Context: an optimization exercise on an open-source flow, tuned for small area, a short achievable clock period and few clock cycles per item. The choices shown serve that exercise and are no tape-out recipe. In this exercise RTL edits were held to simulation tests only and were not proved equivalent to the original. No activity file was given, so power comes from the tool's default toggle rates.

## flow/config.mk

```make
export PLATFORM = sky130hd
export DESIGN_NAME = range_match_flow_table
export DESIGN_NICKNAME = range_match_flow_table
export VERILOG_FILES = /design/flow/design.v
export SDC_FILE = /design/flow/constraint.sdc
export NUM_CORES = 4
export LEC_CHECK = 0
export ABC_AREA = 1
export CAP_MARGIN = 20
export CORE_MARGIN = 2
export CORE_UTILIZATION = 60
export CTS_CLUSTER_DIAMETER = 80
export CTS_CLUSTER_SIZE = 20
export PLACE_DENSITY = 0.75
export SETUP_SLACK_MARGIN = 5
export SLEW_MARGIN = 20
```

## flow/constraint.sdc

```tcl
create_clock -name core_clock -period 9.0 [get_ports {clk}]
set_input_delay 1.8000 -clock core_clock [delete_from_list [all_inputs] [get_ports {clk}]]
set_output_delay 1.8000 -clock core_clock [all_outputs]
set_load 0.01 [all_outputs]
```

## flow/design.v

```verilog
package rmft_pkg;
  localparam logic [9:0] MAX_IP = 10'd1000;
  localparam logic [1:0] RK_DROP    = 2'd0;
  localparam logic [1:0] RK_FORWARD = 2'd1;
  localparam logic [1:0] RK_SEND    = 2'd2;
  localparam logic [2:0] K_FWD     = 3'd0;
  localparam logic [2:0] K_DROP    = 3'd1;
  localparam logic [2:0] K_LEFT    = 3'd2;
  localparam logic [2:0] K_RIGHT   = 3'd3;
  localparam logic [2:0] K_QUERY   = 3'd4;
  localparam logic [2:0] K_SUPPR   = 3'd5;
  localparam logic [2:0] K_DONE    = 3'd6;
  localparam logic [2:0] K_OVF     = 3'd7;
  localparam logic [1:0] OP_LOOKUP = 2'd0;
  localparam logic [1:0] OP_ADD    = 2'd1;
  localparam logic [1:0] OP_RECALC = 2'd2;
  function automatic logic [2:0] rule_res(input logic [1:0] kind, input logic port);
    rule_res = (kind == RK_FORWARD) ? K_FWD :
               (kind == RK_SEND) ? (port ? K_RIGHT : K_LEFT) : K_DROP;
  endfunction
  function automatic logic ge10(input logic [9:0] a, input logic [9:0] b);
    logic r;
    r = 1'b1;
    for (int i = 0; i < 10; i++) r = (a[i] ^ b[i]) ? a[i] : r;
    ge10 = r;
  endfunction
  function automatic logic [1:0] gee10(input logic [9:0] a, input logic [9:0] b);
    logic r;
    logic [9:0] e;
    e = ~(a ^ b);
    r = 1'b1;
    for (int i = 0; i < 10; i++) r = e[i] ? r : a[i];
    gee10 = {r, &e};
  endfunction
  function automatic logic [15:0] low1(input logic [15:0] m);
    logic [15:0] below;
    below[0] = 1'b0;
    for (int i = 1; i < 16; i++) below[i] = below[i-1] | m[i-1];
    low1 = m & ~below;
  endfunction
endpackage
module range_match_flow_table (
  input  logic        clk,
  input  logic        rst_n,
  input  logic        in_valid,
  output logic        in_ready,
  input  logic [63:0] in_data,
  output logic        out_valid,
  input  logic        out_ready,
  output logic [43:0] out_data,
  input  logic        cfg_valid,
  output logic        cfg_ready,
  input  logic [10:0] cfg_data
);
  logic [9:0]  own_lo, own_hi;
  logic [42:0] rules [1:15];        
  logic [15:0] hits  [16];
  logic [19:0] qry   [16];          
  logic [15:1] rv;                  
  logic [15:0] qv;                  
  logic [15:0] pv;                  
  logic [15:0] e0m;                 
  logic        iv;
  logic [1:0]  iop;
  logic [9:0]  a1, a2, b1, b2;
  logic [1:0]  ik;
  logic        ip;
  logic        v2;
  logic [1:0]  op2;
  logic [9:0]  s2, d2;
  logic [1:0]  k2;
  logic        p2;
  logic [15:0] msel2, praw;
  logic        hita2, hitb2, qhita2, qhitb2, dupa2, dupb2;
  logic        pa2, pr2;            
  logic        rbusy;               
  logic [15:0] rrem;                
  logic [15:0] rnew;                
  logic [3:0]  rnidx;
  logic [2:0]  rnkind;
  logic        rovf;
  logic        hv;
  logic [2:0]  hk;
  logic [9:0]  hs, hd;
  logic [3:0]  hidx;
  logic        hinc, hlast;
  logic        ov, sv;
  logic [43:0] od, sd;
  logic adv, p2_go, p1_go;
  assign adv       = !sv;
  assign p2_go     = adv && v2 && !rbusy;           
  assign p1_go     = iv && (!v2 || (adv && !rbusy));  
  assign in_ready  = !iv || !v2 || (!sv && !rbusy);
  assign cfg_ready = 1'b1;
  assign out_valid = ov;
  assign out_data  = od;
  logic [9:0] sl [16], sh [16], dl [16], dh [16];
  logic [1:0] rk [16];
  logic       rp [16];
  always_comb begin
    sl[0] = 10'd0; sh[0] = rmft_pkg::MAX_IP; dl[0] = own_lo; dh[0] = own_hi;
    rk[0] = rmft_pkg::RK_FORWARD; rp[0] = 1'b0;
    for (int i = 1; i < 16; i++)
      {sl[i], sh[i], dl[i], dh[i], rk[i], rp[i]} = rules[i];
  end
  logic [15:0] mraw_n, draw_n, praw_n;
  always_comb begin
    logic [1:0] c1, c2, c3, c4;
    c3 = rmft_pkg::gee10(b1, own_lo);
    c4 = rmft_pkg::gee10(own_hi, b2);
    mraw_n[0] = rmft_pkg::ge10(rmft_pkg::MAX_IP, a2) && c3[1] && c4[1];
    draw_n[0] = a1 == 10'd0 && a2 == rmft_pkg::MAX_IP && c3[0] && c4[0] &&
                ik == rmft_pkg::RK_FORWARD;
    for (int i = 1; i < 16; i++) begin
      c1 = rmft_pkg::gee10(a1, sl[i]);
      c2 = rmft_pkg::gee10(sh[i], a2);
      c3 = rmft_pkg::gee10(b1, dl[i]);
      c4 = rmft_pkg::gee10(dh[i], b2);
      mraw_n[i] = c1[1] && c2[1] && c3[1] && c4[1];
      draw_n[i] = c1[0] && c2[0] && c3[0] && c4[0] && ik == rk[i];
    end
    for (int j = 0; j < 16; j++)
      praw_n[j] = rmft_pkg::ge10(qry[j][19:10], a1) && rmft_pkg::ge10(a2, qry[j][19:10]) &&
                  rmft_pkg::ge10(qry[j][9:0], b1) && rmft_pkg::ge10(b2, qry[j][9:0]);
  end
  logic [15:0] ru, rnext, qnext;
  assign ru    = {rv, 1'b1};
  assign rnext = {rv[14:1], 1'b1, 1'b0} & ~{rv, 1'b1};
  assign qnext = {qv[14:0], 1'b1} & ~qv;
  logic [15:0] msel_n;
  logic        hita_n, hitb_n, qhita_n, qhitb_n, dupa_n, dupb_n;
  always_comb begin
    logic [15:0] m, above;
    m = mraw_n & ru;
    above[15] = 1'b0;
    for (int i = 14; i >= 0; i--) above[i] = above[i+1] | m[i+1];
    msel_n  = m & ~above;
    hita_n  = |m;
    hitb_n  = |(mraw_n & rnext);
    qhita_n = |(praw_n & qv);
    qhitb_n = |(praw_n & qnext);
    dupa_n  = |(draw_n & ru);
    dupb_n  = |(draw_n & rnext);
  end
  logic hit, qhit, record;
  assign hit    = hita2 || (hitb2 && pa2);
  assign qhit   = qhita2 || (qhitb2 && pr2);
  assign record = !hit && !qhit && !qv[15];
  logic [15:0] msel;
  logic [3:0]  midx;
  logic [2:0]  mkind;
  always_comb begin
    msel = (hitb2 && pa2) ? (ru & ~{1'b0, ru[15:1]}) : msel2;
    midx = '0;
    mkind = '0;
    for (int i = 0; i < 16; i++) if (msel[i]) begin
      midx  = midx | 4'(i);
      mkind = mkind | rmft_pkg::rule_res(rk[i], rp[i]);
    end
  end
  logic        rfull, isdup, store;
  logic [15:0] rmask, rlow, rrem_low;
  logic [3:0]  nidx;
  always_comb begin
    rfull = rv[15];
    isdup = dupa2 || (dupb2 && pa2);
    store = !isdup && !rfull;
    rmask = pv & ((store ? praw : 16'd0) | e0m);
    rlow  = rmft_pkg::low1(rmask);
    rrem_low = rmft_pkg::low1(rrem);
    nidx = '0;
    for (int i = 1; i < 16; i++) if (rnext[i]) nidx = nidx | 4'(i);
  end
  logic [15:0] psel;
  logic [19:0] ppair;
  always_comb begin
    psel = rbusy ? rrem_low : rlow;
    ppair = '0;
    for (int j = 0; j < 16; j++) if (psel[j]) ppair = ppair | qry[j];
  end
  logic        p_emit, p_inc, p_last, p_record, p_append;
  logic [2:0]  p_kind;
  logic [9:0]  p_src, p_dst;
  logic [3:0]  p_idx;
  always_comb begin
    p_emit = 1'b0; p_inc = 1'b0; p_last = 1'b1; p_record = 1'b0; p_append = 1'b0;
    p_kind = rmft_pkg::K_DONE; p_src = s2; p_dst = d2; p_idx = '0;
    if (rbusy) begin
      p_emit = 1'b1;
      if (|rrem) begin
        p_inc  = 1'b1;
        p_last = 1'b0;
        p_kind = |(rrem_low & rnew) ? rnkind : rmft_pkg::K_FWD;
        p_idx  = |(rrem_low & rnew) ? rnidx : 4'd0;
        {p_src, p_dst} = ppair;
      end else begin
        p_kind = rovf ? rmft_pkg::K_OVF : rmft_pkg::K_DONE;
        p_src = '0; p_dst = '0;
      end
    end else if (v2) begin
      case (op2)
        rmft_pkg::OP_LOOKUP: begin
          p_emit = 1'b1;
          p_record = record;
          if (hit) begin
            p_inc  = 1'b1;
            p_kind = mkind;
            p_idx  = midx;
          end else if (qhit) p_kind = rmft_pkg::K_SUPPR;
          else if (qv[15]) p_kind = rmft_pkg::K_OVF;
          else p_kind = rmft_pkg::K_QUERY;
        end
        rmft_pkg::OP_ADD: begin
          p_emit = 1'b1;
          p_append = store;
          if (|rmask) begin
            p_inc  = 1'b1;
            p_last = 1'b0;
            p_kind = (store && |(rlow & praw)) ? rmft_pkg::rule_res(k2, p2) : rmft_pkg::K_FWD;
            p_idx  = (store && |(rlow & praw)) ? nidx : 4'd0;
            {p_src, p_dst} = ppair;
          end else begin
            p_kind = (!isdup && rfull) ? rmft_pkg::K_OVF : rmft_pkg::K_DONE;
            p_src = '0; p_dst = '0;
          end
        end
        default: ;
      endcase
    end
  end
  logic [15:0] rslot, qslot;
  assign rslot = (v2 && op2 == rmft_pkg::OP_ADD && store) ? {rnext[14:0], 1'b0} : rnext;
  assign qslot = (v2 && op2 == rmft_pkg::OP_LOOKUP && record) ? {qnext[14:0], 1'b0} : qnext;
  always_ff @(posedge clk) begin
    if (cfg_valid) begin
      iop <= rmft_pkg::OP_RECALC;
      a1  <= 10'd0;
      a2  <= rmft_pkg::MAX_IP;
      b1  <= cfg_data[10] ? own_lo : cfg_data[9:0];
      b2  <= cfg_data[10] ? cfg_data[9:0] : own_hi;
    end else if (in_valid && in_ready) begin
      iop <= in_data[63] ? rmft_pkg::OP_ADD : rmft_pkg::OP_LOOKUP;
      a1  <= in_data[63] ? in_data[42:33] : in_data[62:53];
      a2  <= in_data[63] ? in_data[32:23] : in_data[62:53];
      b1  <= in_data[63] ? in_data[22:13] : in_data[52:43];
      b2  <= in_data[63] ? in_data[12:3]  : in_data[52:43];
      ik  <= in_data[2:1];
      ip  <= in_data[0];
    end
  end
  always_ff @(posedge clk) begin
    if (!rst_n) begin
      iv     <= 1'b0;
      own_lo <= 10'd0;
      own_hi <= rmft_pkg::MAX_IP;
    end else begin
      if (cfg_valid) begin
        if (cfg_data[10]) own_hi <= cfg_data[9:0];
        else own_lo <= cfg_data[9:0];
      end
      if (cfg_valid || (in_valid && in_ready)) iv <= 1'b1;
      else if (p1_go) iv <= 1'b0;
    end
  end
  always_ff @(posedge clk) begin
    if (!rst_n) v2 <= 1'b0;
    else if (p1_go) v2 <= 1'b1;
    else if (p2_go) v2 <= 1'b0;
    if (p1_go) begin
      op2  <= iop;
      s2   <= a1;
      d2   <= b1;
      k2   <= ik;
      p2   <= ip;
      msel2  <= msel_n;
      praw   <= praw_n;
      hita2  <= hita_n;
      hitb2  <= hitb_n;
      qhita2 <= qhita_n;
      qhitb2 <= qhitb_n;
      dupa2  <= dupa_n;
      dupb2  <= dupb_n;
      pa2    <= p2_go && op2 == rmft_pkg::OP_ADD && store;
      pr2    <= p2_go && op2 == rmft_pkg::OP_LOOKUP && record;
    end
    for (int i = 1; i < 16; i++)
      if (iv && iop == rmft_pkg::OP_ADD && rslot[i])
        rules[i] <= {a1, a2, b1, b2, ik, ip};
    for (int j = 0; j < 16; j++)
      if (iv && iop == rmft_pkg::OP_LOOKUP && qslot[j]) qry[j] <= {a1, b1};
  end
  always_ff @(posedge clk) begin
    if (!rst_n) begin
      rv    <= '0;
      qv    <= '0;
      pv    <= '0;
      e0m   <= '0;
      rbusy <= 1'b0;
      hv    <= 1'b0;
    end else if (adv) begin
      hv <= p_emit;
      if (rbusy) begin
        if (!(|rrem)) rbusy <= 1'b0;
      end else if (v2) begin
        if (op2 == rmft_pkg::OP_RECALC) e0m <= praw & pv;
        if (p_record) begin
          qv <= qv | qnext;
          pv <= pv | qnext;
        end
        if (op2 == rmft_pkg::OP_ADD) begin
          pv <= pv & ~rmask;
          if (p_append) rv <= rv | rnext[15:1];
          if (|rmask) rbusy <= 1'b1;
        end
      end
    end
  end
  always_ff @(posedge clk) begin
    if (adv && p_emit) begin
      hk    <= p_kind;
      hs    <= p_src;
      hd    <= p_dst;
      hidx  <= p_idx;
      hinc  <= p_inc;
      hlast <= p_last;
    end
    if (adv && rbusy) rrem <= rrem & ~rrem_low;
    else if (adv && v2 && op2 == rmft_pkg::OP_ADD) begin
      rrem   <= rmask & ~rlow;
      rnew   <= store ? praw : 16'd0;
      rnidx  <= nidx;
      rnkind <= rmft_pkg::rule_res(k2, p2);
      rovf   <= !isdup && rfull;
    end
  end
  logic [15:0] hcur, hnew;
  always_comb begin
    hcur = hits[hidx];
    hnew = (hcur == 16'hFFFF) ? hcur : hcur + 16'd1;
  end
  logic [15:0] hwd;
  assign hwd = rst_n ? hnew : 16'd0;
  always_ff @(posedge clk) begin
    for (int i = 0; i < 16; i++)
      if (!rst_n || (adv && hv && hinc && hidx == 4'(i))) hits[i] <= hwd;
  end
  logic [43:0] hres;
  assign hres = {hk, hs, hd, hidx, hinc ? hnew : 16'd0, hlast};
  logic push, pop;
  assign push = adv && hv;
  assign pop  = ov && out_ready;
  always_ff @(posedge clk) begin
    if (!rst_n) begin
      ov <= 1'b0;
      sv <= 1'b0;
    end else if (!ov || pop) begin
      ov <= sv || push;
      sv <= 1'b0;
    end else if (push) sv <= 1'b1;
  end
  always_ff @(posedge clk) begin
    if (!ov || pop) od <= sv ? sd : hres;
    else if (push) sd <= hres;
  end
endmodule
```

## flow/run.sh

```bash
#!/bin/bash
# synth_recipe.tcl (not shown) runs the flow's synth.tcl, then flattens the netlist and writes it again
# the make line also repeats each setting of config.mk as NAME=value (left out here)
make -C /OpenROAD-flow-scripts/flow DESIGN_CONFIG=/design/flow/config.mk WORK_HOME=/design/flow/orfs CLKGATE_MAP_FILE= SYNTH_SCRIPT=/design/flow/synth_recipe.tcl finish
```

==> notes.md, run 1 <==
Unique masters post-synth 65; worst hold margin 448 ps; Total Wirelength 285000 um; fin nets 8618; Setup Total Neg Slack 0 ps; Clock power frac between 30% and 40%; Rel. slew slack a little under a fifth; initial DRC count 11600; cell area after technology mapping around 0.079 sq mm; Leak Pwr about 34 nW; launch point of the worst reg-to-reg path b1[8]; worst-case register-to-register setup slack 4890 ps; Worst Hold Depth 0; outcome timing/DRC/antenna clean; measured slew at the worst slew-check pin 1220 ps; Switch Pwr 0.00419 W; post-synthesis compound-gate area fraction between 10% and 20%; Clock Tree Root sky130_fd_sc_hd__clkbuf_16; Power per Cell Area 175 mW/mm^2; max-cap violation count 0; fin crit share 45.9%; GR Overflow Total 0; fraction of the yosys area taken by sequential cells 58.6%; most frequent standard cell in the layout excluding fill and tap cells sky130_fd_sc_hd__nand2_1; required time reported for the critical path endpoint between 7000 and 8000 ps; Min-Delay Path Class flop to flop; flop and latch count out of synthesis 1573; Internal 0.0108 W; Initial Utilization 60.6%; RSZ-0062 raised after global routing true; basic-gate share of the synthesized area counting and, or, nand and nor cells 19.1%; Cell Count, Final, Fillers Out just over 10000; number of global-route vias before repair roughly 62000; top-level I/O count around 130; die width 366 um; Post-Synthesis Cells 8388; cell count after placement 10100; Setup CP Type flop to output pin; dominant combinational cell family by area after synthesis simple AND/OR/NAND/NOR gates; number of vias in the routed layout 67600; Pre-Repair DR Iteration Count 7; Overall Global Routing Usage 41.4%; proportion of layout cells with a drive suffix above 1 7.69%; total number of yosys warnings 10; share of synthesized registers carrying an async set or reset 0%; die area around 0.13 sq mm; number of antenna violations at the first check in global routing 12; share of the synthesized netlist area taken by xor and xnor gates 0.356%; endpoint of the worst register-to-register path dupb2; mean number of vias per cell 6.56; worst hold path startpoint hs[5]; net count after synthesis 8531; synthesized area per cell 9.38 sq um; clock input transition at the sequential cells of the worst setup and hold paths 80 ps; worst setup skew after layout 62.9 ps; mux share of post-synthesis cell area 0%; final setup violating endpoints 0; Synth Area in Adders 1.00%; Max clock buf depth 3; CTS H-Tree Depth 3; sequential power share 55.0%; share of total power consumed by net switching 27.9%; Area growth syn-to-layout 9.49%; pin count of the biggest net entering global routing a little under 70; critical path arrival roughly 2300 ps; final core utilization approximately 66%; depth of the worst register-to-register path 12; top library cells by usage in the layout, fill and taps aside sky130_fd_sc_hd__nand2_1, sky130_fd_sc_hd__edfxtp_1, sky130_fd_sc_hd__inv_1; final weighted congestion in routability-driven placement 1.07; endpoint kind of the worst setup timing path output pin; remaining number of nets flagged by the antenna check after routing 0; die height 366 um; pins over their slew limit 0; cell accounting for the most synthesized area sky130_fd_sc_hd__edfxtp_1; number of enable-type register cells in the synthesized netlist between 1000 and 1500; standard-cell row count 132; CORE AREA 0.130 sq mm; number of buffers inserted by port buffering approximately 130; type of element launching the critical path flop; post-detailed-route DRC marker count 0; CTS sink count between 1500 and 2000; Inserted Clock Buffers 97; Worst-Skew Late Latency roughly 800 ps; Period minus WS final just over 4000 ps; CTS tree done; maximum VDD drop 0.181 mV; largest fanout on the critical path 24; post-synth top area share 55.8%; combinational power share approximately an eighth; Final Hold Fails 0; largest cells by area after synthesis sky130_fd_sc_hd__edfxtp_1, sky130_fd_sc_hd__nand2_1, sky130_fd_sc_hd__o22ai_1; hold worst-path end sd[36]; Tot Pwr 0.0150 W; Synth Flop Type sky130_fd_sc_hd__edfxtp_1; Post-DP HPWL 188000 um; highest achievable clock rate 242 MHz; global-route wire length before repair 407000 um; average routed wire per standard cell 27.7 um
==> cells by family after synthesis <==
group	Yosys count
adder cells (fa/ha/maj)	63
XOR/XNOR	32
other	1
AO/OA/AOI/OAI	1702
buffers and inverters	1477
flip-flops	1573
AND/OR/NAND/NOR	3540
==> sequential cells by signal, summed over array words and instances (netlist names), 15 cells and up <==
name   flops
e0m       16
rnew      15
od        44
sd        44
praw      16
rules    645
hits     256
msel2     15
pv        16
rv        15
rrem      15
qv        16
qry      320
==> what timing repair did <==
action	in CTS	in global routing
buffers inserted	13	37
hold buffers	0	0
endpoints found under the setup margin	401	883
pin swaps	7	15
cloned	0	1
gates resized for setup	36	40
==> how the worst max path moves through the flow <==
stage          startpoint           to  cells past startpoint
2_1_floorplan   out_ready        sd[0]                      3
3_3_place_gp        rst_n  hits[10][4]                      4
3_5_place_dp        rst_n  hits[6][12]                      4
4_1_cts             rbusy     in_ready                      5
5_1_grt             rbusy     in_ready                      5
6_report            rbusy     in_ready                      5
==> area by class of cell <==
cell class / count / area (sq um)
timing repair buffer: 371 / 3180
fill: 10300 / 43700
antenna: 6 / 15.0
multi-input combinational: 5339 / 27400
sequential: 1573 / 46200
clock inverter: 32 / 447
inverter: 1093 / 4120
tap: 1742 / 2180
clock buffer: 150 / 2640
==> cell usage after synthesis, types with 11 or more instances <==
cell	n
sky130_fd_sc_hd__o221ai_1	21
sky130_fd_sc_hd__o21bai_1	70
sky130_fd_sc_hd__buf_6	14
sky130_fd_sc_hd__clkinv_1	11
sky130_fd_sc_hd__o21ai_0	310
sky130_fd_sc_hd__nand3_1	318
sky130_fd_sc_hd__inv_1	1060
sky130_fd_sc_hd__o31ai_1	19
sky130_fd_sc_hd__o21ai_1	26
sky130_fd_sc_hd__o22ai_1	661
sky130_fd_sc_hd__o21ba_2	20
sky130_fd_sc_hd__o211ai_1	26
sky130_fd_sc_hd__nor2_1	819
sky130_fd_sc_hd__buf_1	51
sky130_fd_sc_hd__nor2_2	14
sky130_fd_sc_hd__nand2_2	13
sky130_fd_sc_hd__nor4_1	82
sky130_fd_sc_hd__nor2_4	19
sky130_fd_sc_hd__o2111ai_1	23
sky130_fd_sc_hd__or2_2	37
sky130_fd_sc_hd__clkbuf_1	224
sky130_fd_sc_hd__edfxtp_1	1462
sky130_fd_sc_hd__dfxtp_1	111
sky130_fd_sc_hd__a22o_1	117
sky130_fd_sc_hd__nand4_1	162
sky130_fd_sc_hd__a21oi_1	305
sky130_fd_sc_hd__buf_2	85
sky130_fd_sc_hd__nand3b_1	14
sky130_fd_sc_hd__nor3b_1	11
sky130_fd_sc_hd__nand2_1	1886
sky130_fd_sc_hd__a31oi_1	28
sky130_fd_sc_hd__a211oi_1	36
sky130_fd_sc_hd__nor3_1	129
sky130_fd_sc_hd__xor2_1	27
sky130_fd_sc_hd__inv_2	22
sky130_fd_sc_hd__ha_1	63
==> power groups by stage <==
| stage | combinational, W | clock (W) | sequential [W] |
|---|---|---|---|
| finish | 0.00197 | 0.00479 | 0.00827 |
| global route | 0.00204 | 0.00505 | 0.00828 |
| CTS | 0.00187 | 0.00479 | 0.00827 |
| detailed placement | 0.00186 | 0 | 0.00843 |
| global placement | 0.00183 | 0 | 0.00843 |
| floorplan | 0.000975 | 0 | 0.00846 |
==> worst max-delay path: stages (launching register included) <==
cell and delay (ps):
sky130_fd_sc_hd__dfxtp_1 360, sky130_fd_sc_hd__buf_12 190, sky130_fd_sc_hd__nor2_2 80, sky130_fd_sc_hd__nor2_4 240
sky130_fd_sc_hd__nand2_4 160, sky130_fd_sc_hd__clkdlybuf4s50_1 520
==> stage by stage <==
stage	setup WS, ps	cell area (sq um)
after floorplan	4850	78700
after global placement	4370	82300
after detailed placement	4290	82300
after CTS	4670	85600
after global routing	4810	86100
final	4870	86100
==> layer usage <==
metal	GRT usage, %	part of all wire (%)	vias up
li1	-	-	29400
met1	54.1	35	31600
met2	62.6	43	5336
met3	9.41	14	1250
met4	26.6	8.0	8
met5	0	0.016	-
Testbench counts, summed over its fixed seeds: cycles 4,542, items 4,096.
==> inputs of run 2 (changes only) <==
--- a/flow/config.mk
+++ b/flow/config.mk
@@ -10,6 +10,6 @@
 export CORE_MARGIN = 2
-export CORE_UTILIZATION = 60
+export CORE_UTILIZATION = 65
 export CTS_CLUSTER_DIAMETER = 80
 export CTS_CLUSTER_SIZE = 20
-export PLACE_DENSITY = 0.75
+export PLACE_DENSITY = 0.8
 export SETUP_SLACK_MARGIN = 5
==> notes.md, run 2 <==
outcome timing/DRC/antenna clean; fraction of the yosys area taken by sequential cells 58.6% (unchanged); Setup Total Neg Slack 0 ps (unchanged); met3 usage in global routing 12.0% (+2.6 points); number of buffers inserted by port buffering 125 (unchanged); required time reported for the critical path endpoint 7200 ps (about the same); maximum VDD drop 0.198 mV (+9.1%); pin count of the biggest net entering global routing 68 (unchanged); Worst-Skew Late Latency 740 ps (-60 ps); CTS tree done; launch point of the worst reg-to-reg path a2[9]; initial DRC count 12900 (+11%); Post-Synthesis Cells 8388 (unchanged); Hold Buf Count CTS 0 (unchanged); crit path launch sv; summed area of non-filler cells in the final layout 0.0854 sq mm (-0.85%); worst-case register-to-register setup slack 4910 ps (+20 ps); remaining number of nets flagged by the antenna check after routing 0 (unchanged); clock input transition at the sequential cells of the worst setup and hold paths 80 ps (about the same); post-synth top area share 55.8% (unchanged); most instantiated library cell after synthesis sky130_fd_sc_hd__nand2_1; standard-cell row count 127 (-3.8%); Tot Pwr 0.0147 W (-2.2%); share of synthesized registers carrying an async set or reset 0% (unchanged); Unique masters post-synth 65 (unchanged); number of inserted filler cells in the final layout 8701 (-16%); most utilized layer in the global route result met2; total number of yosys warnings 10 (unchanged); number of global-route vias before repair 62900 (+0.77%); Largest Register rules; most frequent standard cell in the layout excluding fill and tap cells sky130_fd_sc_hd__nand2_1; Setup CP Type flop to output pin; final weighted congestion in routability-driven placement 1.08 (+1.2%); Min-Delay Path Class flop to flop; Post-DP HPWL 185000 um (-1.3%); largest fanout on the critical path 30 (+25%); registers with the highest flip-flop counts rules: 645 flops, qry: 320 flops, hits: 256 flops; number of flip-flops under the largest register name 645 (unchanged); highest achievable clock rate 244 MHz (+0.95%); top cells by count, synth sky130_fd_sc_hd__nand2_1, sky130_fd_sc_hd__edfxtp_1, sky130_fd_sc_hd__inv_1; Leak Pwr 34.0 nW (-1.0%); type of element launching the critical path flop; combined area of the multi-input logic cells 0.0274 sq mm (-0.12%); CTS H-Tree Depth 3 (unchanged); endpoint of the worst register-to-register path dupa2; Final Hold Fails 0 (unchanged); number of enable-type register cells in the synthesized netlist 1462 (unchanged); CORE AREA 0.120 sq mm (-7.6%); flop and latch count out of synthesis 1573 (unchanged); final core utilization 71.2% (+4.8 points); CTS sink count 1573 (unchanged); worst setup skew after layout 24.5 ps (-38.5 ps); Area growth syn-to-layout 8.56%; max-cap violation count 0 (unchanged); die height 352 um (-3.9%); fin crit share 45.5% (-0.43 points); fin nets 8590 (-0.32%); Overall Global Routing Usage 45.0% (+3.5 points); RSZ-0062 raised after global routing true; Initial Utilization 65.6% (+5.0 points); post-detailed-route DRC marker count 0 (unchanged); Inserted Clock Buffers 90 (-7.2%); measured slew at the worst slew-check pin 1310 ps (+95.7 ps); endpoint kind of the worst setup timing path output pin; critical path arrival 2300 ps (-30 ps); M2 GR Usage 65.9% (+3.2 points); mean number of vias per cell 6.74 (+2.8%); top-level I/O count 127 (unchanged); average routed wire per standard cell 27.9 um (+0.92%); Clock Tree Root sky130_fd_sc_hd__clkbuf_16; cell accounting for the most synthesized area sky130_fd_sc_hd__edfxtp_1; met1 Track Usage GR 58.7% (+4.6 points); net count after synthesis 8531 (unchanged); cell area after technology mapping 0.0787 sq mm (unchanged); instance area at placement 0.0821 sq mm (-0.25%); depth of the worst register-to-register path 11 (-1); Sequential Area 0.0462 sq mm (about the same); proportion of layout cells with a drive suffix above 1 7.13% (-0.56 points); largest cells by area after synthesis sky130_fd_sc_hd__edfxtp_1, sky130_fd_sc_hd__nand2_1, sky130_fd_sc_hd__o22ai_1; worst hold path startpoint hs[7]; final setup violating endpoints 0 (unchanged); number of vias in the routed layout 68400 (+1.1%); global-route wire length before repair 402000 um (-1.1%); die width 352 um (-3.9%); cell count after placement 9934 (-1.3%); Max clock buf depth 3 (unchanged); endpoint of the most critical setup path in_ready; Period minus WS final 4100 ps (-38.8 ps); Rel. slew slack 11.6% (-7.1 points); Synth Flop Type sky130_fd_sc_hd__edfxtp_1; Cell Count, Final, Fillers Out 10100 (-1.6%); pins over their slew limit 0 (unchanged); Power per Cell Area 172 mW/mm^2 (-1.3%); die area 0.124 sq mm (-7.6%); GR Overflow Total 0 (unchanged); number of antenna violations at the first check in global routing 17 (+5); Pre-Repair DR Iteration Count 13 (+6); Total Wirelength 283000 um (-0.70%); top library cells by usage in the layout, fill and taps aside sky130_fd_sc_hd__nand2_1, sky130_fd_sc_hd__edfxtp_1, sky130_fd_sc_hd__inv_1; synthesized area per cell 9.38 sq um (unchanged)
-- run 2: cell counts after synthesis --
No cell type changed its count.
-- run 2: how the worst min path moves through the flow --
stage / cells after the start / endpoint / slack, ps
final: 0 / sd[38] / 450
after global routing: 0 / sd[38] / 460
after CTS: 0 / sd[38] / 450
after detailed placement: 0 / sd[38] / 440
after global placement: 0 / sd[30] / 430
after floorplan: 0 / op2[0] / 410
-- run 2: repair_timing --
item,4_1_cts,5_1_grt
cloned,1,2
setup endpoints to repair,307,506
setup buffers,2,28
pin swaps,2,12
resized for setup,27,57
-- run 2: stage by stage --
| stage | hold slack [ps] | setup slack [ps] |
|---|---|---|
| floorplan | 408 | 4850 |
| global placement | 430 | 4740 |
| finish | 450 | 4900 |
| global route | 464 | 4820 |
| detailed placement | 436 | 4650 |
| CTS | 448 | 4610 |
-- run 2: report_power, final --
group / leakage (nW) / internal (W) / switching (W) / total (W)
combinational: 18.1 / 0.000491 / 0.00150 / 0.00199
sequential: 14.6 / 0.00819 / 0.0000792 / 0.00827
clock: 1.28 / 0.00199 / 0.00246 / 0.00445
-- run 2: cell families (layout without fill, tap and decap cells) --
| group | Yosys count | count (layout) | share of synthesized area (%) |
|---|---|---|---|
| compound gates | 1702 | 1702 | 13.5 |
| xor+xnor | 32 | 32 | 0.356 |
| fa+ha+maj | 63 | 63 | 1.00 |
| buf+inv | 1477 | 1603 | 7.36 |
| flops | 1573 | 1573 | 58.6 |
| other cells | 1 | 14 | 0.00477 |
| simple gates | 3540 | 3541 | 19.1 |
-- run 2: metal layers --
layer  vias up  share of wire (%)  wire length [um]
met1     31600                 34             95300
met3      1377                 16             44900
met4        22                8.6             24300
met2      6066                 42            119000
li1      29300                  -                 -
met5         -              0.064               181
-- run 2: critical path, stage by stage (launching register included) --
cell                              delay (ps)
sky130_fd_sc_hd__dfxtp_2                 410
sky130_fd_sc_hd__buf_12                  230
sky130_fd_sc_hd__nor2_1                  100
sky130_fd_sc_hd__nor2_2                  180
sky130_fd_sc_hd__nand2_2                 120
sky130_fd_sc_hd__clkdlybuf4s50_1         510
-- run 2: cell type report --
type                            count  area share [%]
Sequential cell                  1573            54.0
Clock buffer                      149            2.98
Timing Repair Buffer              349            3.50
Inverter                         1093            4.85
Timing Repair inverter              1         0.00879
Clock inverter                     11           0.169
Antenna cell                       13          0.0381
Multi-Input combinational cell   5339            32.0
Tap cell                         1612            2.36
==> inputs of run 3 (changes only) <==
--- a/flow/design.v
+++ b/flow/design.v
@@ -67,2 +67,3 @@
   logic        ip;
+  logic [9:0]  ra1, ra2, rb1, rb2;
   logic        v2;
@@ -108,12 +109,12 @@
     logic [1:0] c1, c2, c3, c4;
-    c3 = rmft_pkg::gee10(b1, own_lo);
-    c4 = rmft_pkg::gee10(own_hi, b2);
-    mraw_n[0] = rmft_pkg::ge10(rmft_pkg::MAX_IP, a2) && c3[1] && c4[1];
-    draw_n[0] = a1 == 10'd0 && a2 == rmft_pkg::MAX_IP && c3[0] && c4[0] &&
+    c3 = rmft_pkg::gee10(rb1, own_lo);
+    c4 = rmft_pkg::gee10(own_hi, rb2);
+    mraw_n[0] = rmft_pkg::ge10(rmft_pkg::MAX_IP, ra2) && c3[1] && c4[1];
+    draw_n[0] = ra1 == 10'd0 && ra2 == rmft_pkg::MAX_IP && c3[0] && c4[0] &&
                 ik == rmft_pkg::RK_FORWARD;
     for (int i = 1; i < 16; i++) begin
-      c1 = rmft_pkg::gee10(a1, sl[i]);
-      c2 = rmft_pkg::gee10(sh[i], a2);
-      c3 = rmft_pkg::gee10(b1, dl[i]);
-      c4 = rmft_pkg::gee10(dh[i], b2);
+      c1 = rmft_pkg::gee10(ra1, sl[i]);
+      c2 = rmft_pkg::gee10(sh[i], ra2);
+      c3 = rmft_pkg::gee10(rb1, dl[i]);
+      c4 = rmft_pkg::gee10(dh[i], rb2);
       mraw_n[i] = c1[1] && c2[1] && c3[1] && c4[1];
@@ -248,2 +249,6 @@
       ip  <= in_data[0];
+      ra1 <= in_data[63] ? in_data[42:33] : in_data[62:53];
+      ra2 <= in_data[63] ? in_data[32:23] : in_data[62:53];
+      rb1 <= in_data[63] ? in_data[22:13] : in_data[52:43];
+      rb2 <= in_data[63] ? in_data[12:3]  : in_data[52:43];
     end
@@ -287,3 +292,3 @@
       if (iv && iop == rmft_pkg::OP_ADD && rslot[i])
-        rules[i] <= {a1, a2, b1, b2, ik, ip};
+        rules[i] <= {ra1, ra2, rb1, rb2, ik, ip};
     for (int j = 0; j < 16; j++)
--- a/flow/config.mk
+++ b/flow/config.mk
@@ -10,6 +10,6 @@
 export CORE_MARGIN = 2
-export CORE_UTILIZATION = 65
+export CORE_UTILIZATION = 60
 export CTS_CLUSTER_DIAMETER = 80
 export CTS_CLUSTER_SIZE = 20
-export PLACE_DENSITY = 0.8
+export PLACE_DENSITY = 0.75
 export SETUP_SLACK_MARGIN = 5
==> notes.md, run 3 <==
Rel. slew slack 22.3% (+11 points); number of antenna violations at the first check in global routing 11 (-6); CORE AREA 0.133 sq mm (+11%); registers with the highest flip-flop counts rules: 645 flops, qry: 320 flops, hits: 256 flops; worst hold margin 459 ps (+9.58 ps); most instantiated library cell after synthesis sky130_fd_sc_hd__nand2_1; Unique masters post-synth 72 (+11%); Leak Pwr 35.1 nW (+3.2%); die height 369 um (+4.9%); die width 369 um (+4.9%); proportion of layout cells with a drive suffix above 1 6.90% (-0.22 points); top cell family by delay on the critical path simple AND/OR/NAND/NOR gates; pins over their slew limit 0 (unchanged); final setup violating endpoints 0 (unchanged); Area growth syn-to-layout 9.32%; Overall Global Routing Usage 39.6% (-5.4 points); CTS tree done; max-cap violation count 0 (unchanged); highest achievable clock rate 247 MHz (+1.3%); final weighted congestion in routability-driven placement 1.06 (-1.9%); Pre-Repair DR Iteration Count 7 (-6); Largest Register rules; share of total power consumed by net switching 25.5% (-2.0 points); top cells by count, synth sky130_fd_sc_hd__nand2_1, sky130_fd_sc_hd__edfxtp_1, sky130_fd_sc_hd__inv_1; Synth Flop Type sky130_fd_sc_hd__edfxtp_1; Initial Utilization 60.2% (-5.4 points); maximum VDD drop 0.164 mV (-17%); worst-case register-to-register setup slack 4960 ps (+50 ps); measured slew at the worst slew-check pin 1150 ps (-159 ps); mean number of vias per cell 6.42 (-4.8%); Tot Pwr 0.0146 W (-0.55%); Period minus WS final 4040 ps (-51.5 ps); global-route wire length before repair 398000 um (-1.0%); Max stage delay on crit path 930 ps (+420 ps); launch point of the worst reg-to-reg path ra1[0]; crit path launch ra1[0]; largest cells by area after synthesis sky130_fd_sc_hd__edfxtp_1, sky130_fd_sc_hd__nand2_1, sky130_fd_sc_hd__inv_1; die area 0.136 sq mm (+10%); flop and latch count out of synthesis 1613 (+2.5%); Switch Pwr 0.00372 W (-7.7%); sequential power share 57.8% (+1.6 points); cell area after technology mapping 0.0800 sq mm (+1.8%); Internal 0.0109 W (+2.2%); outcome timing/DRC/antenna clean; synthesized area per cell 9.34 sq um (-0.35%); Max clock buf depth 3 (unchanged); endpoint of the most critical setup path dupa2; top library cells by usage in the layout, fill and taps aside sky130_fd_sc_hd__nand2_1, sky130_fd_sc_hd__edfxtp_1, sky130_fd_sc_hd__inv_1; fin crit share 44.9% (-0.57 points); net count after synthesis 8709 (+2.1%); worst setup skew after layout 47.2 ps (+22.8 ps); number of enable-type register cells in the synthesized netlist 1502 (+2.7%); number of global-route vias before repair 61700 (-1.9%); number of vias in the routed layout 67600 (-1.2%); depth of the worst register-to-register path 10 (-1); top-level I/O count 127 (unchanged); Inserted Clock Buffers 96 (+6.7%); combinational power share 10.0% (-3.5 points); type of element launching the critical path flop; remaining number of nets flagged by the antenna check after routing 0 (unchanged); Total Wirelength 276000 um (-2.7%); average routed wire per standard cell 26.2 um (-6.2%); fin nets 8820 (+2.7%); cells traversed along the worst timing path buf_4 -> inv_1 -> buf_4 -> ha_1 -> nand4_1 -> nor4_1 -> nand4_1 -> o2111ai_1 -> nor2_1 -> nand2_1; Post-Synthesis Cells 8566 (+2.1%); Final Hold Fails 0 (unchanged); Setup CP Type flop to flop; share of synthesized registers carrying an async set or reset 0% (unchanged); endpoint of the worst register-to-register path dupa2; number of inserted filler cells in the final layout 10400 (+20%); standard-cell row count 134 (+5.5%); number of buffers inserted by port buffering 125 (unchanged); initial DRC count 11200 (-13%); Post-DP HPWL 185000 um (-0.17%); total buffers and inverters traversed by the critical path 3 (+1); CTS sink count 1613 (+2.5%); Setup Total Neg Slack 0 ps (unchanged); critical path depth in cells 10 (+5); endpoint kind of the worst setup timing path flop; largest fanout on the critical path 16 (-47%); slowest stage cell on the critical path sky130_fd_sc_hd__nor4_1; Worst-Skew Late Latency 770 ps (+30 ps); CTS H-Tree Depth 3 (unchanged); most frequent standard cell in the layout excluding fill and tap cells sky130_fd_sc_hd__nand2_1; Clock Tree Root sky130_fd_sc_hd__clkbuf_16; fraction of the yosys area taken by sequential cells 59.1% (+0.49 points); post-synth top area share 56.3% (+0.53 points); RSZ-0062 raised after global routing false; Min-Delay Path Class flop to flop; cell accounting for the most synthesized area sky130_fd_sc_hd__edfxtp_1; total number of yosys warnings 10 (unchanged); post-detailed-route DRC marker count 0 (unchanged); critical path arrival 4640 ps (+2340 ps); required time reported for the critical path endpoint 9590 ps (+2390 ps); pin count of the biggest net entering global routing 70 (+2.9%); final core utilization 65.8% (-5.4 points); clock input transition at the sequential cells of the worst setup and hold paths 90 ps (about the same); number of flip-flops under the largest register name 645 (unchanged); Clock power frac 32.2% (+1.9 points); Power per Cell Area 167 mW/mm^2 (-3.0%); GR Overflow Total 0 (unchanged)
[run 3: cell count changes after synthesis, moves of 38 or more]
cell / change
sky130_fd_sc_hd__nand2_1: +132
sky130_fd_sc_hd__edfxtp_1: +40
sky130_fd_sc_hd__buf_2: -41
sky130_fd_sc_hd__o22ai_1: -40
sky130_fd_sc_hd__clkbuf_1: +38
sky130_fd_sc_hd__o21ai_0: +54
[run 3: kinds of logic after synthesis]
kind of cell | after synthesis | synth area share (%)
xor gates and xnor gates | 29 | 0.317
AOI/OAI and AO/OA | 1659 | 12.7
adders and majority gates | 63 | 0.985
DFF | 1613 | 59.1
buffers and inverters | 1503 | 7.26
and+or+nand+nor | 3698 | 19.6
other | 1 | 0.00468
[run 3: power by group through the flow]
| stage | Sequential, W | Clock, W | Combinational, W |
|---|---|---|---|
| finish | 0.00846 | 0.00471 | 0.00146 |
| global placement | 0.00862 | 0 | 0.00135 |
| global route | 0.00847 | 0.00496 | 0.00154 |
| CTS | 0.00845 | 0.00469 | 0.00138 |
| detailed placement | 0.00863 | 0 | 0.00138 |
| floorplan | 0.00863 | 0 | 0.000768 |
[run 3: area by class of cell]
cell class	instances	area [sq um]	area share, %
flip-flops and latches	1613	47300	54.1
repair buffers	366	3160	3.61
diodes	9	22.5	0.0257
multi-input cells	5450	27500	31.4
clock inverters	20	235	0.269
repair inverters	1	5.00	0.00572
clock buffers	150	2690	3.07
inverters	1149	4340	4.96
well taps	1768	2210	2.53
[run 3: how the worst min path moves through the flow]
stage	from	cells past startpoint	to
global route	hd[7]	0	sd[28]
finish	e0m[10]	2	e0m[10]
detailed placement	hk[2]	0	sd[43]
global placement	hd[8]	0	sd[29]
floorplan	iop[0]	0	op2[0]
CTS	e0m[10]	2	e0m[10]
[run 3: timing repair]
item                       in CTS  in global routing
gates resized for setup         8                 48
hold buffers                    0                  0
setup endpoints to repair     259                304
gates cloned                    1                  0
pin swaps                       0                 10
setup buffers                   2                 38
[run 3: routing by layer]
| metal | track usage (%) | part of all wire, % | routed length, um |
|---|---|---|---|
| met3 | 8.23 | 14 | 37600 |
| met4 | 27.0 | 8.0 | 22100 |
| met5 | 0 | 0.011 | 30 |
| met2 | 58.2 | 43 | 117000 |
| met1 | 53.0 | 36 | 98600 |
[run 3: per-stage QoR]
stage          instance area [sq um]  cells  setup slack, ps
2_1_floorplan                  80100   8566             4850
3_3_place_gp                   83900  10300             4390
3_5_place_dp                   83900  10300             4380
4_1_cts                        86800  10500             4660
5_1_grt                        87500  10500             4970
6_report                       87500  10500             4960
[run 3: worst register-to-register path: stages (launching register included)]
cell and delay, ps:
sky130_fd_sc_hd__edfxtp_1 340, sky130_fd_sc_hd__buf_4 430, sky130_fd_sc_hd__inv_1 280, sky130_fd_sc_hd__buf_4 330, sky130_fd_sc_hd__ha_1 440, sky130_fd_sc_hd__nand4_1 150
sky130_fd_sc_hd__nor4_1 930, sky130_fd_sc_hd__nand4_1 410, sky130_fd_sc_hd__o2111ai_1 340, sky130_fd_sc_hd__nor2_1 110, sky130_fd_sc_hd__nand2_1 140
Testbench counts of run 3, summed over its fixed seeds: cycles 4,542, items 4,096.

afterwards: timing with drivers on the ports:
Ports are ideal in the flow. The routed layouts listed here were re-timed in OpenROAD. Step 1 sets driving cells, clkbuf_16 on the clock port and buf_2 on the other inputs (assumed; they add their load-dependent delay and slew). Step 2, shift: input delay + t, output delay - t, t = (earliest + latest rising clock arrival at the registers) / 2. This alone moves slack from input paths to output paths. Slacks: ideal ports / drivers / drivers and shift; pairs: ideal ports / drivers.
| run | t (ns) | setup WS [ns] | worst register clock-pin slew, ns | worst slew at a driven data input, ns |
|---|---|---|---|---|
| run 1 | 0.853 | 4.865 / 4.783 / 4.512 | 0.09 / 0.09 | 0.07 |
| run 2 | 0.811 | 4.904 / 4.823 / 4.689 | 0.10 / 0.10 | 0.07 |
| run 3 | 0.836 | 4.956 / 4.956 / 4.643 | 0.09 / 0.09 | 0.09 |
After both steps every run listed still meets setup and hold. The setup slack of run 1, which loses most, moves by -0.082 ns with the drivers and by -0.353 ns with both steps.
